From an optimization exercise on the open Yosys and OpenROAD flow, aimed at small area, a short achievable clock period and few clock cycles per item; shortcuts taken in it are not production practice. Function was checked by simulation only, so behaviour that the tests miss may differ from the original.

// fmul_top
module fmul_top (
  input  logic        clk,
  input  logic        rst_n,
  input  logic [31:0] op_a,
  input  logic [31:0] op_b,
  input  logic        start,
  input  logic        ready_in,
  output logic        valid_out,
  output logic        ready_out,
  output logic [31:0] result,
  output logic [3:0]  flags
);
Size: ~2,000 cells after synthesis, about 110 I/O pins.
export LEC_CHECK = 0
export ABC_CLOCK_PERIOD_IN_PS = 3500
export CAP_MARGIN = 20
export CORE_MARGIN = 2
export CORE_UTILIZATION = 55
export SETUP_SLACK_MARGIN = 4.4
export SLEW_MARGIN = 20
export SYNTH_HIERARCHICAL = 1
export SYNTH_MINIMUM_KEEP_SIZE = 0
export TNS_END_PERCENT = 0
create_clock -name core_clock -period 8.0 [get_ports {clk}]
standard.sh (not shown) runs the stock make flow with config.mk's settings and CLKGATE_MAP_FILE= SYNTH_SCRIPT=/design/flow/synth_recipe.tcl, a recipe that flattens the netlist after the stock synthesis.
==> flow/flow/run.sh <==
#!/bin/bash
# The standard layout (the standard.sh: ORFS synthesis to finish), with the
# ports buffered by sky130_fd_sc_hd__buf_2 instead of the flow's default pick.
set -euo pipefail
bash standard.sh 'BUFFER_PORTS_ARGS=-buffer_cell sky130_fd_sc_hd__buf_2'  finish > orfs_make.log 2>&1
Testbench counts at the start, summed over its fixed seeds: cycles 8,024, items 8,000.
Next try:
--- a/flow/config.mk
+++ b/flow/config.mk
@@ -10,4 +10,4 @@
 export CORE_MARGIN = 2
-export CORE_UTILIZATION = 55
-export SETUP_SLACK_MARGIN = 4.4
+export CORE_UTILIZATION = 40
+export SETUP_SLACK_MARGIN = 4.7
 export SLEW_MARGIN = 20
Result:
- critical path depth does not change
- worst setup slack improved by 0.14 ns
- routed wire length went up by 4.6%
- synthesized cell count does not change
- synthesized area stays the same
Next try:
--- a/flow/config.mk
+++ b/flow/config.mk
@@ -10,4 +10,5 @@
 export CORE_MARGIN = 2
-export CORE_UTILIZATION = 40
-export SETUP_SLACK_MARGIN = 4.7
+export CORE_UTILIZATION = 50
+export PLACE_DENSITY = 0.75
+export SETUP_SLACK_MARGIN = 4.4
 export SLEW_MARGIN = 20
=> Routed wire length is lower by about 1.4%. Area after synthesis is unchanged. Design area stays flat.
Next try:
--- a/flow/config.mk
+++ b/flow/config.mk
@@ -10,4 +10,3 @@
 export CORE_MARGIN = 2
-export CORE_UTILIZATION = 50
-export PLACE_DENSITY = 0.75
+export CORE_UTILIZATION = 40
 export SETUP_SLACK_MARGIN = 4.4
=> Sequential cell count is unchanged; cell area barely changes; synthesized cell count stays the same; routed wire length goes up by 1.5%; register-to-register slack is better by 0.11 ns; die area climbs by 25%; cell count came out higher by 5.3%; clock-buffer cell count went up by 4; clock skew increases by 0.0089 ns.


fmul_top, a different RTL version from the one above (not shown whole).
Size: about 2200 cells after synthesis, about 220 flip-flops, roughly 110 I/O pins, roughly 0.025 mm² of cells after synthesis.
Design fmul_top, start of the top module:
module fmul_top (
  input  logic        clk,
  input  logic        rst_n,
  input  logic [31:0] op_a,
  input  logic [31:0] op_b,
  input  logic        start,
  input  logic        ready_in,
  output logic        valid_out,
  output logic        ready_out,
  output logic [31:0] result,
  output logic [3:0]  flags
);
  logic [7:0] ea, eb;
  logic       a_zero, b_zero, a_max, b_max, a_fz, b_fz;
  logic       a_nan, b_nan, a_inf, b_inf;
  logic       s0_nan, s0_inf, s0_spec, s0_sign;
  logic [9:0] s0_esum;
  assign ea     = op_a[30:23];
  assign eb     = op_b[30:23];
  assign a_zero = (ea == 8'h00);
  assign b_zero = (eb == 8'h00);
  assign a_max  = (ea == 8'hFF);
  assign b_max  = (eb == 8'hFF);
  assign a_fz   = (op_a[22:0] == 23'd0);
  assign b_fz   = (op_b[22:0] == 23'd0);
  assign a_nan  = a_max & ~a_fz;
  assign b_nan  = b_max & ~b_fz;
  assign a_inf  = a_max & a_fz;
  assign b_inf  = b_max & b_fz;
  assign s0_nan  = a_nan | b_nan | (a_inf & b_zero) | (a_zero & b_inf);
  assign s0_inf  = a_max | b_max;
  assign s0_spec = s0_inf | a_zero | b_zero;
  assign s0_sign = (a_nan | b_nan) ? 1'b0 :
                   ((a_inf & b_zero) | (a_zero & b_inf)) ? 1'b1 :
                   (op_a[31] ^ op_b[31]);
  assign s0_esum = {2'b00, ea} + {2'b00, eb} - 10'd127;
  logic [25:0] s0_by;
  logic [11:0] s0_bo, s0_bt;
  logic [10:0] s0_bn;
  assign s0_by = {1'b0, 1'b1, op_b[22:0], 1'b0};
  always_comb begin
    for (int j = 0; j < 12; j++) begin
      s0_bo[j] = s0_by[2*j+1] ^ s0_by[2*j];
      s0_bt[j] = (s0_by[2*j+2] & ~s0_by[2*j+1] & ~s0_by[2*j]) |
                 (~s0_by[2*j+2] & s0_by[2*j+1] & s0_by[2*j]);
    end
    for (int j = 0; j < 11; j++) s0_bn[j] = s0_by[2*j+2];
  end
  logic adv;
  logic v1, v2, vh;
  assign adv       = ~vh | ready_in;
  assign ready_out = adv;
  logic [22:0] b1_fa;
  logic [11:0] b1_bo, b1_bt;
  logic [10:0] b1_bn;
  logic [9:0]  b1_esum;
  logic        b1_sign, b1_spec, b1_inf, b1_nan;
  ...
export LEC_CHECK = 0
export ABC_CLOCK_PERIOD_IN_PS = 3500
export CAP_MARGIN = 20
export CORE_MARGIN = 2
export CORE_UTILIZATION = 40
export SETUP_SLACK_MARGIN = 4.4
export SLEW_MARGIN = 20
export SYNTH_HIERARCHICAL = 1
export SYNTH_MINIMUM_KEEP_SIZE = 0
export TNS_END_PERCENT = 0
create_clock -name core_clock -period 8.0 [get_ports {clk}]
==> flow/flow/run.sh <==
#!/bin/bash
# The standard layout (the standard.sh: ORFS synthesis to finish), with the
# ports buffered by sky130_fd_sc_hd__buf_2 instead of the flow's default pick.
set -euo pipefail
bash standard.sh 'BUFFER_PORTS_ARGS=-buffer_cell sky130_fd_sc_hd__buf_2' RECOVER_POWER=100 finish > orfs_make.log 2>&1
The first run completed, yet does not pass: capacitance limit, slew limit.
Testbench counts at the start, summed over its fixed seeds: cycles 8,024, items 8,000.
Change:
==> flow/run.sh (new file) <==
#!/bin/bash
# synth_recipe.tcl (not shown) runs the flow's synth.tcl, then flattens the netlist and writes it again
# the make line also repeats each setting of config.mk as NAME=value (left out here)
make -C /OpenROAD-flow-scripts/flow DESIGN_CONFIG=/design/flow/config.mk WORK_HOME=/design/flow/orfs CLKGATE_MAP_FILE= SYNTH_SCRIPT=/design/flow/synth_recipe.tcl finish
TNS_END_PERCENT = 20   (was 0)
removed: flow/flow/run.sh
removed: flow/standard.sh
With this change the flow completed without violations.
Final area came out higher by about 13%.
Flip-flop and latch count is unchanged.
Utilization came out higher by 6.1 points.
Critical path depth came out higher by 12.
Global-route usage came out higher by 1.7 points.
Routed wire length came out higher by about 9%.
Area after synthesis does not change.


fmul_top with an RTL version that a note above also has.
For scale: ~0.024 mm² of cells after synthesis.
clock: 8.0 ns
lec_check: 0
abc_clock_period_in_ps: 3500
cap_margin: 20
core_margin: 2
core_utilization: 40
cts_buf_list: sky130_fd_sc_hd__clkbuf_8
setup_slack_margin: 4.4
slew_margin: 20
synth_hierarchical: 1
synth_minimum_keep_size: 0
tns_end_percent: 0
==> flow/flow/run.sh <==
#!/bin/bash
# The standard layout (the standard.sh: ORFS synthesis to finish), with the
# ports buffered by sky130_fd_sc_hd__buf_2 instead of the flow's default pick.
set -euo pipefail
bash standard.sh 'BUFFER_PORTS_ARGS=-buffer_cell sky130_fd_sc_hd__buf_2'  finish > orfs_make.log 2>&1
The starting point completed without violations.
Testbench counts at the start, summed over its fixed seeds: cycles 8,024, items 8,000.
==> next run, changes <==
- CTS_BUF_LIST: sky130_fd_sc_hd__clkbuf_8 -> sky130_fd_sc_hd__clkbuf_4 sky130_fd_sc_hd__clkbuf_8
Worst setup slack loses 0.014 ns. Final cell count does not change. Utilization hardly moves. Register-to-register slack is about the same. Die area is unchanged. Final area barely changes.
==> next run, changes <==
==> flow/run.sh (new file) <==
#!/bin/bash
# synth_recipe.tcl (not shown) runs the flow's synth.tcl, then flattens the netlist and writes it again
# the make line also repeats each setting of config.mk as NAME=value (left out here)
make -C /OpenROAD-flow-scripts/flow DESIGN_CONFIG=/design/flow/config.mk WORK_HOME=/design/flow/orfs CLKGATE_MAP_FILE= SYNTH_SCRIPT=/design/flow/synth_recipe.tcl finish
- CTS_BUF_LIST: sky130_fd_sc_hd__clkbuf_4 sky130_fd_sc_hd__clkbuf_8 -> default
removed: flow/flow/run.sh
removed: flow/standard.sh
What happened: Setup slack gains 0.17 ns; routed wire length rose by a few percent; count of clock-buffer cells in the layout fell by 17; register-to-register slack gains 0.17 ns; final cell count is about the same; die area stays the same.


RTL: one of the versions met above, not the one the previous note started from.
Size: ~2200 cells after synthesis, about 220 flip-flops, ~110 I/O pins, roughly 25000 sq um of cells after synthesis.
export LEC_CHECK = 0
export ABC_CLOCK_PERIOD_IN_PS = 3500
export CAP_MARGIN = 20
export CORE_MARGIN = 2
export CORE_UTILIZATION = 40
export SETUP_SLACK_MARGIN = 4.4
export SLEW_MARGIN = 20
export SYNTH_HIERARCHICAL = 1
export SYNTH_MINIMUM_KEEP_SIZE = 0
export TNS_END_PERCENT = 0
create_clock -name core_clock -period 8.0 [get_ports {clk}]
==> flow/flow/run.sh <==
#!/bin/bash
# The standard layout (the standard.sh: ORFS synthesis to finish), with the
# ports buffered by sky130_fd_sc_hd__buf_2 instead of the flow's default pick.
set -euo pipefail
bash standard.sh 'BUFFER_PORTS_ARGS=-buffer_cell sky130_fd_sc_hd__buf_2'  finish > orfs_make.log 2>&1
Testbench counts at the start, summed over its fixed seeds: cycles 8,024, items 8,000.
Edit:
==> flow/run.sh (new file) <==
#!/bin/bash
# synth_recipe.tcl (not shown) runs the flow's synth.tcl, then flattens the netlist and writes it again
# the make line also repeats each setting of config.mk as NAME=value (left out here)
make -C /OpenROAD-flow-scripts/flow DESIGN_CONFIG=/design/flow/config.mk WORK_HOME=/design/flow/orfs CLKGATE_MAP_FILE= SYNTH_SCRIPT=/design/flow/synth_recipe.tcl finish
ABC_CLOCK_PERIOD_IN_PS = 2500   (was 3500)
removed: flow/flow/run.sh
removed: flow/standard.sh
After rerunning: Sequential cell count stays the same. Register-to-register slack gains 0.14 ns. Non-clock buffer count is higher by 1. Clock skew stays flat. Worst setup slack gets better by 0.13 ns. Global-route usage decreases by 0.12 points. Wire length came out lower by 0.71%.
Edit:
ABC_CLOCK_PERIOD_IN_PS = 3500   (was 2500)
What happened: The changed run finished with timing, DRC and antenna clean. Area after synthesis stays the same. Die area does not change. Setup slack does not change. Final area is unchanged. Cell count does not change. Count of clock-buffer cells in the layout does not change. Register-to-register slack hardly moves. Via count stays the same.

[re-timing with driven ports]
No port has a modelled driver above. Below, the same layouts with a new extraction and two added sets of constraints.
Step 1, drivers: a clkbuf_16 drives clk and a buf_2 each remaining input, both assumed.
Step 2 adds t to the input delays and takes it off the output delays; t is the mean of the earliest and latest rising clock arrival at the registers after step 1. Input paths then give back, and output paths get back, about the clock's delay inside the block.
a / b / c = no drivers / after step 1 / after step 2; a / b = the first two.
| run | t (ns) | setup WS [ns] | worst setup path after step 2 | latest minus earliest clock arrival (ns) |
|---|---|---|---|---|
| the first run of note 1 | 0.622 | 3.884 / 3.884 / 3.884 | register to register | 0.028 / 0.028 |
| the second run of note 1 | 0.626 | 4.020 / 3.960 / 3.997 | input to register | 0.025 / 0.024 |
| the third run of note 1 | 0.611 | 3.919 / 3.919 / 3.919 | register to register | 0.015 / 0.015 |
| the fourth run of note 1 | 0.626 | 4.020 / 3.960 / 3.997 | input to register | 0.025 / 0.024 |
| the first run of note 2 | 0.615 | 2.448 / 2.480 / 1.865 | input to register | 0.029 / 0.029 |
| the second run of note 2 | 0.621 | 3.923 / 3.923 / 3.798 | input to register | 0.030 / 0.030 |
| the first run of note 3 | 0.660 | 3.891 / 3.881 / 3.891 | register to register | 0.026 / 0.026 |
| the second run of note 3 | 0.661 | 3.877 / 3.877 / 3.877 | register to register | 0.025 / 0.025 |
| the third run of note 3 | 0.613 | 4.046 / 4.020 / 3.873 | input to register | 0.047 / 0.047 |
| the first run of note 4 | 0.613 | 3.816 / 3.816 / 3.816 | register to register | 0.029 / 0.030 |
| the second run of note 4 | 0.623 | 3.949 / 3.925 / 3.574 | input to register | 0.029 / 0.029 |
| the third run of note 4 | 0.623 | 3.949 / 3.925 / 3.574 | input to register | 0.029 / 0.029 |
For the first run of note 2, which loses most, drivers alone change the setup slack by +0.032 ns; drivers and shift together by -0.583 ns.
